This design comes from an exercise in tuning for small area, a short achievable clock period and few clock cycles on the open sky130 flow, not from production work.
Where RTL was checked, it was by simulation tests only, not by an equivalence proof against the original.
Power is estimated from default activity; no workload was simulated.

Setup of maple:
==> flow/design.v <==
`timescale 1ns/1ps
module preset_rom (
    input  logic [2:0]             preset,
    input  logic [5-1:0] row,
    output logic [40-1:0]  pattern
);
    always_comb begin
        pattern = '0;
        case (preset)
            3'd1: begin
                case (row)
                    5'd0:    pattern = (40'(7'b1) << (40 - (1) - (1)));
                    5'd1:    pattern = (40'(7'b11) << (40 - (2) - (2)));
                    5'd2:    pattern = (40'(7'b11) << (40 - (1) - (2)));
                    default: pattern = '0;
                endcase
            end
            3'd2: begin
                case (row)
                    5'd13, 5'd17:        pattern = (40'(7'b10101) << (40 - (17) - (5)));
                    5'd14, 5'd15, 5'd16: pattern = (40'(7'b10001) << (40 - (17) - (5)));
                    default:             pattern = '0;
                endcase
            end
            3'd3: begin
                case (row)
                    5'd13, 5'd14: pattern = (40'(7'b11011) << (40 - (17) - (5)));
                    5'd15:        pattern = (40'(7'b01010) << (40 - (17) - (5)));
                    5'd16, 5'd17: pattern = (40'(7'b1010101) << (40 - (16) - (7)));
                    5'd18:        pattern = (40'(7'b1100011) << (40 - (16) - (7)));
                    default:      pattern = '0;
                endcase
            end
            default: pattern = '0;    
        endcase
    end
endmodule
`timescale 1ns/1ps
module life_row_rule (
    input  logic [40-1:0] above,
    input  logic [40-1:0] middle,
    input  logic [40-1:0] below,
    output logic [40-1:0] next
);
    localparam int C = 40;
    logic [C+1:0] l, h;
    assign l[0] = 1'b0;
    assign h[0] = 1'b0;
    assign l[C+1] = 1'b0;
    assign h[C+1] = 1'b0;
    for (genvar i = 0; i < C; i++) begin : g_col
        assign {h[i+1], l[i+1]} = 2'(above[i]) + 2'(middle[i]) + 2'(below[i]);
    end
    for (genvar i = 0; i < C; i += 2) begin : g_pair
        logic [1:0] ph;
        logic       p0, k, z0, z1, z2;
        assign {k, p0} = 2'(l[i+1]) + 2'(l[i+2]);
        assign ph      = 2'(h[i+1]) + 2'(h[i+2]) + 2'(k);
        assign z0      = (ph == 2'd0);
        assign z1      = (ph == 2'd1);
        assign z2      = (ph == 2'd2);
        assign next[i]   = rule(z0, z1, z2, h[i],   l[i],   p0, middle[i]);
        assign next[i+1] = rule(z0, z1, z2, h[i+3], l[i+3], p0, middle[i+1]);
    end
    function automatic logic rule(input logic z0, input logic z1, input logic z2,
                                  input logic v1, input logic v0, input logic p0,
                                  input logic m);
        logic w1, w2;
        w1   = v1 ? z0 : z1;
        w2   = v1 ? z1 : z2;
        rule = (w1 && ((p0 ^ v0) || (m && p0 && v0))) || (w2 && m && !p0 && !v0);
    endfunction
endmodule
`timescale 1ns/1ps
module life_engine (
    input  logic                   clk,
    input  logic                   reset_n,
    input  logic                   preset_load,
    input  logic [2:0]             preset_sel,
    input  logic                   toggle,
    input  logic [6-1:0] cell_x,
    input  logic [5-1:0] cell_y,
    input  logic                   step,
    input  logic                   rd_en,
    input  logic [5-1:0] rd_row,
    output logic                   busy,
    output logic                   rd_valid,
    output logic [40-1:0]  rd_data
);
    localparam int C = 40;
    localparam int R = 30;
    localparam int K = 6;       
    localparam int G = R / K;                
    logic         busy_q;
    logic         op_pre, op_tgl, op_stp, op_rd;    
    logic         run_pre, run_stp;   
    logic [K-1:0] run_pre_r, run_stp_r;    
    logic [G-1:0] ptr;                
    logic [2:0]   sel_q;
    logic [4:0]   xh_q;               
    logic [7:0]   xl_q;               
    logic [G-1:0] y_grp;              
    logic [K-1:0] y_off;              
    logic [K-1:0] row_hit;            
    logic [K-1:0] row_hit2;           
    logic         accept;
    assign accept = !busy_q && (preset_load || toggle || step || rd_en);
    assign busy   = busy_q;
    logic [G-1:0]           y_grp_d;
    logic [K-1:0]           y_off_d;
    logic [4:0]             xh_d;
    logic [7:0]             xl_d;
    always_comb begin
        y_grp_d = '0;
        y_off_d = '0;
        for (int g = 0; g < G; g++)
            for (int j = 0; j < K; j++)
                if (cell_y == 5'(g * K + j)) begin
                    y_grp_d[g] = 1'b1;
                    y_off_d[j] = 1'b1;
                end
        xh_d = '0;
        xl_d = '0;
        for (int h = 0; h < 5; h++)
            if (cell_x[5:3] == 3'(h)) xh_d[h] = 1'b1;
        for (int l = 0; l < 8; l++)
            if (cell_x[2:0] == 3'(l)) xl_d[l] = 1'b1;
    end
    always_ff @(posedge clk) begin
        if (!busy_q) begin
            sel_q <= preset_sel;
            xh_q  <= xh_d;
            xl_q  <= xl_d;
            y_grp <= y_grp_d;
            y_off <= y_off_d;
        end
    end
    logic [G-1:0] ptr_nx;
    assign ptr_nx = {ptr[G-2:0], ptr[G-1]};
    logic tgl_here;       
    logic tgl_here2;      
    logic tgl_next;       
    localparam int Q2 = (G > 3) ? G - 2 : 0;
    logic [G-1:0] ptr_q2, ptr_nx_q2;     
    for (genvar g = 0; g < G; g++) begin : g_ptrq2
        assign ptr_q2[g]    = ptr[(g + G - Q2) % G];
        assign ptr_nx_q2[g] = ptr_nx[(g + G - Q2) % G];
    end
    logic turn_end;       
    assign tgl_here = |(ptr & y_grp);
    assign tgl_here2 = (Q2 > 0) && |(ptr_q2 & y_grp);
    assign tgl_next  = |(ptr_nx & y_grp) || ((Q2 > 0) && |(ptr_nx_q2 & y_grp));
    assign turn_end = (run_pre || run_stp) && ptr[G-1];
    logic pre_nx, stp_nx, tgl_nx, run_pre_nx, run_stp_nx;
    assign pre_nx     = op_pre && !turn_end;
    assign stp_nx     = op_stp && !turn_end;
    assign tgl_nx     = op_tgl && !tgl_here && !tgl_here2;
    assign run_pre_nx = pre_nx && (run_pre || ptr_nx[0]);
    assign run_stp_nx = stp_nx && (run_stp || ptr_nx[0]);
    assign run_pre    = run_pre_r[0];
    assign run_stp    = run_stp_r[0];
    always_ff @(posedge clk or negedge reset_n) begin
        if (!reset_n) begin
            busy_q   <= 1'b0;
            op_pre   <= 1'b0;
            op_tgl   <= 1'b0;
            op_stp   <= 1'b0;
            op_rd    <= 1'b0;
            ptr      <= G'(1);
            rd_valid <= 1'b0;
        end else begin
            ptr      <= ptr_nx;
            rd_valid <= op_rd;
            if (accept) begin
                op_pre <= preset_load;
                op_tgl <= !preset_load && toggle;
                op_stp <= !preset_load && !toggle && step;
                op_rd  <= !preset_load && !toggle && !step && rd_en;
                busy_q <= 1'b1;
            end else begin
                op_pre <= pre_nx;
                op_tgl <= tgl_nx;
                op_stp <= stp_nx;
                op_rd  <= 1'b0;
                busy_q <= ((pre_nx || stp_nx) && !((run_pre_nx || run_stp_nx) && ptr_nx[G-1])) ||
                          (tgl_nx && !tgl_next);
            end
        end
    end
    always_ff @(posedge clk) begin
        for (int j = 0; j < K; j++) begin
            if (accept) begin
                run_pre_r[j] <= preset_load && ptr_nx[0];
                run_stp_r[j] <= !preset_load && !toggle && step && ptr_nx[0];
            end else begin
                run_pre_r[j] <= pre_nx && (run_pre_r[j] || ptr_nx[0]);
                run_stp_r[j] <= stp_nx && (run_stp_r[j] || ptr_nx[0]);
            end
        end
    end
    always_ff @(posedge clk) begin
        if (accept) begin
            row_hit <= (!preset_load && toggle && |(ptr_nx & y_grp_d)) ? y_off_d : '0;
            row_hit2 <= (Q2 > 0 && !preset_load && toggle && |(ptr_nx_q2 & y_grp_d)) ? y_off_d : '0;
        end else begin
            row_hit <= (tgl_nx && |(ptr_nx & y_grp)) ? y_off : '0;
            row_hit2 <= (Q2 > 0 && tgl_nx && |(ptr_nx_q2 & y_grp)) ? y_off : '0;
        end
    end
    logic [R*C-1:0] grid;
    logic [C-1:0]   prev;      
    logic [C-1:0] head [0:K-1];
    for (genvar j = 0; j < K; j++) begin : g_head
        assign head[j] = grid[j*C +: C];
    end
    logic [C-1:0] above, below;
    assign above = prev;
    if (G > 2) begin : g_below
        logic [C-1:0] below_q;
        always_ff @(posedge clk) begin
            below_q <= ptr[G-2] ? '0 : grid[2*K*C +: C];
        end
        assign below = below_q;
    end else begin : g_below
        assign below = ptr[G-1] ? '0 : grid[K*C +: C];
    end
    logic [C-1:0] col_hit;
    for (genvar b = 0; b < C; b++) begin : g_colhit
        assign col_hit[b] = xh_q[(C - 1 - b) / 8] && xl_q[(C - 1 - b) % 8];
    end
    logic [K*C-1:0] eng_out;
    logic [K*C-1:0] tgl_mask2;     
    for (genvar j = 0; j < K; j++) begin : g_mask2
        assign tgl_mask2[j*C +: C] = row_hit2[j] ? col_hit : '0;
    end
    for (genvar j = 0; j < K; j++) begin : g_row
        logic [C-1:0] up, dn, nxt, pat, pass, keep;
        assign up = (j == 0)     ? above : head[(j == 0) ? 0 : j - 1];
        assign dn = (j == K - 1) ? below : head[(j == K - 1) ? 0 : j + 1];
        life_row_rule u_rule (
            .above  (up),
            .middle (head[j]),
            .below  (dn),
            .next   (nxt)
        );
        logic [C-1:0] pat_g [0:G-1];
        for (genvar g = 0; g < G; g++) begin : g_rom
            preset_rom u_rom (
                .preset  (sel_q),
                .row     (5'(g * K + j)),
                .pattern (pat_g[g])
            );
        end
        always_comb begin
            pat = '0;
            for (int g = 0; g < G; g++)
                pat = pat | (pat_g[g] & {C{ptr[g]}});
        end
        assign pass = head[j] ^ (row_hit[j] ? col_hit : '0);
        assign keep = run_pre_r[j] ? pat : pass;
        assign eng_out[j*C +: C] = run_stp_r[j] ? nxt : keep;
    end
    always_ff @(posedge clk) begin
        grid[(G-1)*K*C +: K*C] <= eng_out;
        for (int p = 0; p < G - 1; p++)
            if (Q2 > 0 && p == Q2 - 1)
                grid[p*K*C +: K*C] <= grid[(p+1)*K*C +: K*C] ^ tgl_mask2;
            else
                grid[p*K*C +: K*C] <= grid[(p+1)*K*C +: K*C];
        prev <= ptr[G-1] ? '0 : head[K-1];
    end
    logic [R-1:0] rd_sel, rd_sel_d;
    logic [C-1:0] rd_word;
    always_comb begin
        rd_sel_d = '0;
        for (int p = 0; p < G; p++)
            for (int j = 0; j < K; j++)
                for (int v = 0; v < G; v++)
                    if (ptr_nx[v] && rd_row == 5'(((v + p) % G) * K + j))
                        rd_sel_d[p*K + j] = 1'b1;
    end
    always_ff @(posedge clk) begin
        rd_sel <= rd_sel_d;
    end
    always_comb begin
        rd_word = '0;
        for (int q = 0; q < R; q++)
            rd_word = rd_word | (grid[q*C +: C] & {C{rd_sel[q]}});
    end
    always_ff @(posedge clk) begin
        rd_data <= rd_word;
    end
endmodule
`timescale 1ns/1ps
module life_top (
    input  logic                   clk,
    input  logic                   reset_n,
    input  logic                   preset_load,
    input  logic [2:0]             preset_sel,
    input  logic                   toggle,
    input  logic [6-1:0] cell_x,
    input  logic [5-1:0] cell_y,
    input  logic                   step,
    input  logic                   rd_en,
    input  logic [5-1:0] rd_row,
    output logic                   busy,
    output logic                   rd_valid,
    output logic [40-1:0]  rd_data
);
    life_engine u_life_engine (
        .clk         (clk),
        .reset_n     (reset_n),
        .preset_load (preset_load),
        .preset_sel  (preset_sel),
        .toggle      (toggle),
        .cell_x      (cell_x),
        .cell_y      (cell_y),
        .step        (step),
        .rd_en       (rd_en),
        .rd_row      (rd_row),
        .busy        (busy),
        .rd_valid    (rd_valid),
        .rd_data     (rd_data)
    );
endmodule
clock: 7.0 ns
lec_check: 0
cap_margin: 20
core_margin: 2
core_utilization: 55
cts_cluster_diameter: 100
cts_cluster_size: 20
setup_slack_margin: 4.25
slew_margin: 20
run.sh (not shown) runs the stock make flow with config.mk's settings and CLKGATE_MAP_FILE= SYNTH_SCRIPT=/design/flow/synth_recipe.tcl, a recipe that flattens the netlist after the stock synthesis.
maple reached the final stage; the timing, DRC and antenna checks on its layout passed.
#### Input delta (quartz over maple)
-- flow/design.v --
<<< maple, line 95
    logic         op_pre, op_tgl, op_stp, op_rd;    
    logic         run_pre, run_stp;   
    logic [K-1:0] run_pre_r, run_stp_r;    
    logic [G-1:0] ptr;                
    logic [2:0]   sel_q;
>>> quartz, line 95
    logic         op_pre, op_tgl, op_stp, op_rd;    
    logic         run_pre, run_stp;   
    logic [G-1:0] ptr;                
    logic [2:0]   sel_q;
<<< maple, line 103
    logic [K-1:0] y_off;              
    logic [K-1:0] row_hit;            
    logic [K-1:0] row_hit2;           
    logic         accept;
    assign accept = !busy_q && (preset_load || toggle || step || rd_en);
>>> quartz, line 102
    logic [K-1:0] y_off;              
    logic [K-1:0] row_hit;            
    logic         accept;
    assign accept = !busy_q && (preset_load || toggle || step || rd_en);
<<< maple, line 139
    assign ptr_nx = {ptr[G-2:0], ptr[G-1]};
    logic tgl_here;       
    logic tgl_here2;      
    logic tgl_next;       
    localparam int Q2 = (G > 3) ? G - 2 : 0;
    logic [G-1:0] ptr_q2, ptr_nx_q2;     
    for (genvar g = 0; g < G; g++) begin : g_ptrq2
        assign ptr_q2[g]    = ptr[(g + G - Q2) % G];
        assign ptr_nx_q2[g] = ptr_nx[(g + G - Q2) % G];
    end
    logic turn_end;       
    assign tgl_here = |(ptr & y_grp);
    assign tgl_here2 = (Q2 > 0) && |(ptr_q2 & y_grp);
    assign tgl_next  = |(ptr_nx & y_grp) || ((Q2 > 0) && |(ptr_nx_q2 & y_grp));
    assign turn_end = (run_pre || run_stp) && ptr[G-1];
    logic pre_nx, stp_nx, tgl_nx, run_pre_nx, run_stp_nx;
    assign pre_nx     = op_pre && !turn_end;
    assign stp_nx     = op_stp && !turn_end;
    assign tgl_nx     = op_tgl && !tgl_here && !tgl_here2;
    assign run_pre_nx = pre_nx && (run_pre || ptr_nx[0]);
    assign run_stp_nx = stp_nx && (run_stp || ptr_nx[0]);
    assign run_pre    = run_pre_r[0];
    assign run_stp    = run_stp_r[0];
    always_ff @(posedge clk or negedge reset_n) begin
        if (!reset_n) begin
>>> quartz, line 137
    assign ptr_nx = {ptr[G-2:0], ptr[G-1]};
    logic tgl_here;       
    logic tgl_next;       
    logic turn_end;       
    assign tgl_here = |(ptr & y_grp);
    assign tgl_next = |(ptr_nx & y_grp);
    assign turn_end = (run_pre || run_stp) && ptr[G-1];
    logic pre_nx, stp_nx, tgl_nx, run_pre_nx, run_stp_nx;
    assign pre_nx     = op_pre && !turn_end;
    assign stp_nx     = op_stp && !turn_end;
    assign tgl_nx     = op_tgl && !tgl_here;
    assign run_pre_nx = pre_nx && (run_pre || ptr_nx[0]);
    assign run_stp_nx = stp_nx && (run_stp || ptr_nx[0]);
    always_ff @(posedge clk or negedge reset_n) begin
        if (!reset_n) begin
<<< maple, line 189
    end
    always_ff @(posedge clk) begin
        for (int j = 0; j < K; j++) begin
            if (accept) begin
                run_pre_r[j] <= preset_load && ptr_nx[0];
                run_stp_r[j] <= !preset_load && !toggle && step && ptr_nx[0];
            end else begin
                run_pre_r[j] <= pre_nx && (run_pre_r[j] || ptr_nx[0]);
                run_stp_r[j] <= stp_nx && (run_stp_r[j] || ptr_nx[0]);
            end
        end
    end
    always_ff @(posedge clk) begin
        if (accept) begin
            row_hit <= (!preset_load && toggle && |(ptr_nx & y_grp_d)) ? y_off_d : '0;
            row_hit2 <= (Q2 > 0 && !preset_load && toggle && |(ptr_nx_q2 & y_grp_d)) ? y_off_d : '0;
        end else begin
            row_hit <= (tgl_nx && |(ptr_nx & y_grp)) ? y_off : '0;
            row_hit2 <= (Q2 > 0 && tgl_nx && |(ptr_nx_q2 & y_grp)) ? y_off : '0;
        end
    end
>>> quartz, line 177
    end
    always_ff @(posedge clk) begin
        if (accept) begin
            run_pre <= preset_load && ptr_nx[0];
            run_stp <= !preset_load && !toggle && step && ptr_nx[0];
            row_hit <= (!preset_load && toggle && |(ptr_nx & y_grp_d)) ? y_off_d : '0;
        end else begin
            run_pre <= run_pre_nx;
            run_stp <= run_stp_nx;
            row_hit <= (tgl_nx && tgl_next) ? y_off : '0;
        end
    end
<<< maple, line 230
    end
    logic [K*C-1:0] eng_out;
    logic [K*C-1:0] tgl_mask2;     
    for (genvar j = 0; j < K; j++) begin : g_mask2
        assign tgl_mask2[j*C +: C] = row_hit2[j] ? col_hit : '0;
    end
    for (genvar j = 0; j < K; j++) begin : g_row
        logic [C-1:0] up, dn, nxt, pat, pass, keep;
>>> quartz, line 209
    end
    logic [K*C-1:0] eng_out;
    for (genvar j = 0; j < K; j++) begin : g_row
        logic [C-1:0] up, dn, nxt, pat, pass, keep;
<<< maple, line 258
        end
        assign pass = head[j] ^ (row_hit[j] ? col_hit : '0);
        assign keep = run_pre_r[j] ? pat : pass;
        assign eng_out[j*C +: C] = run_stp_r[j] ? nxt : keep;
    end
    always_ff @(posedge clk) begin
        grid[(G-1)*K*C +: K*C] <= eng_out;
        for (int p = 0; p < G - 1; p++)
            if (Q2 > 0 && p == Q2 - 1)
                grid[p*K*C +: K*C] <= grid[(p+1)*K*C +: K*C] ^ tgl_mask2;
            else
                grid[p*K*C +: K*C] <= grid[(p+1)*K*C +: K*C];
        prev <= ptr[G-1] ? '0 : head[K-1];
    end
>>> quartz, line 233
        end
        assign pass = head[j] ^ (row_hit[j] ? col_hit : '0);
        assign keep = run_pre ? pat : pass;
        assign eng_out[j*C +: C] = run_stp ? nxt : keep;
    end
    always_ff @(posedge clk) begin
        grid[(G-1)*K*C +: K*C] <= eng_out;
        for (int p = 0; p < G - 1; p++)
            grid[p*K*C +: K*C] <= grid[(p+1)*K*C +: K*C];
        prev <= ptr[G-1] ? '0 : head[K-1];
    end
==> comparison <==
- Xor-xnor portion of the synthesized cell area came out lower on quartz than on maple.
- maple and quartz ended up with roughly the same buffering overhead.
- maple has lower number of cells on the critical path than quartz.
- Clock power share was lower in maple than in quartz.
- NOTE met3 layer wire length in the routed design maple->quartz increased by a few percent
- Per the comparison of quartz with maple, proportion of power drawn by flip-flops and latches rose by 3.4 points, maximum frequency saw little to no change, number of standard cells after synthesis decreased about 9%, power density over the cells fell by 8.4%.
- When quartz is measured against maple, its total power turns out about 14% lower.
- Looking at synthesized area per cell across maple and quartz, the one that comes out higher is quartz.
- Lower flip-flop and latch count goes to quartz over maple.
- Between maple and quartz, the flow reports area of the core decreasing by a few percent.
Testbench counts of quartz, summed over its fixed seeds: cycles 4,592.
No functional check of the RTL was part of maple.

[what the ideal ports hide]
The flow's constraints put no driver on any port. The routed layouts listed below were extracted and timed again, unchanged, in two steps. Step 1, drivers: a clkbuf_16 drives clk and a buf_2 each remaining input, both assumed. Step 2 times the ports against the registers' clock, not the clock port: input delays grow and output delays shrink by t, the midpoint of the rising clock arrivals with the driver on. Slacks: no drivers / after step 1 / after step 2; pairs: no drivers / after step 1.
run | shift t [ns] | setup WS [ns] | worst hold slack (ns) | latest minus earliest clock arrival (ns)
maple | 0.767 | 4.217 / 4.182 / 3.704 | 0.330 / 0.330 / 0.330 | 0.043 / 0.044
quartz | 0.788 | 4.214 / 4.195 / 3.705 | 0.340 / 0.340 / 0.340 | 0.031 / 0.031
After both steps setup and hold are still met in every run listed. For maple, which loses most, drivers alone change the setup slack by -0.035 ns; drivers and shift together by -0.513 ns.
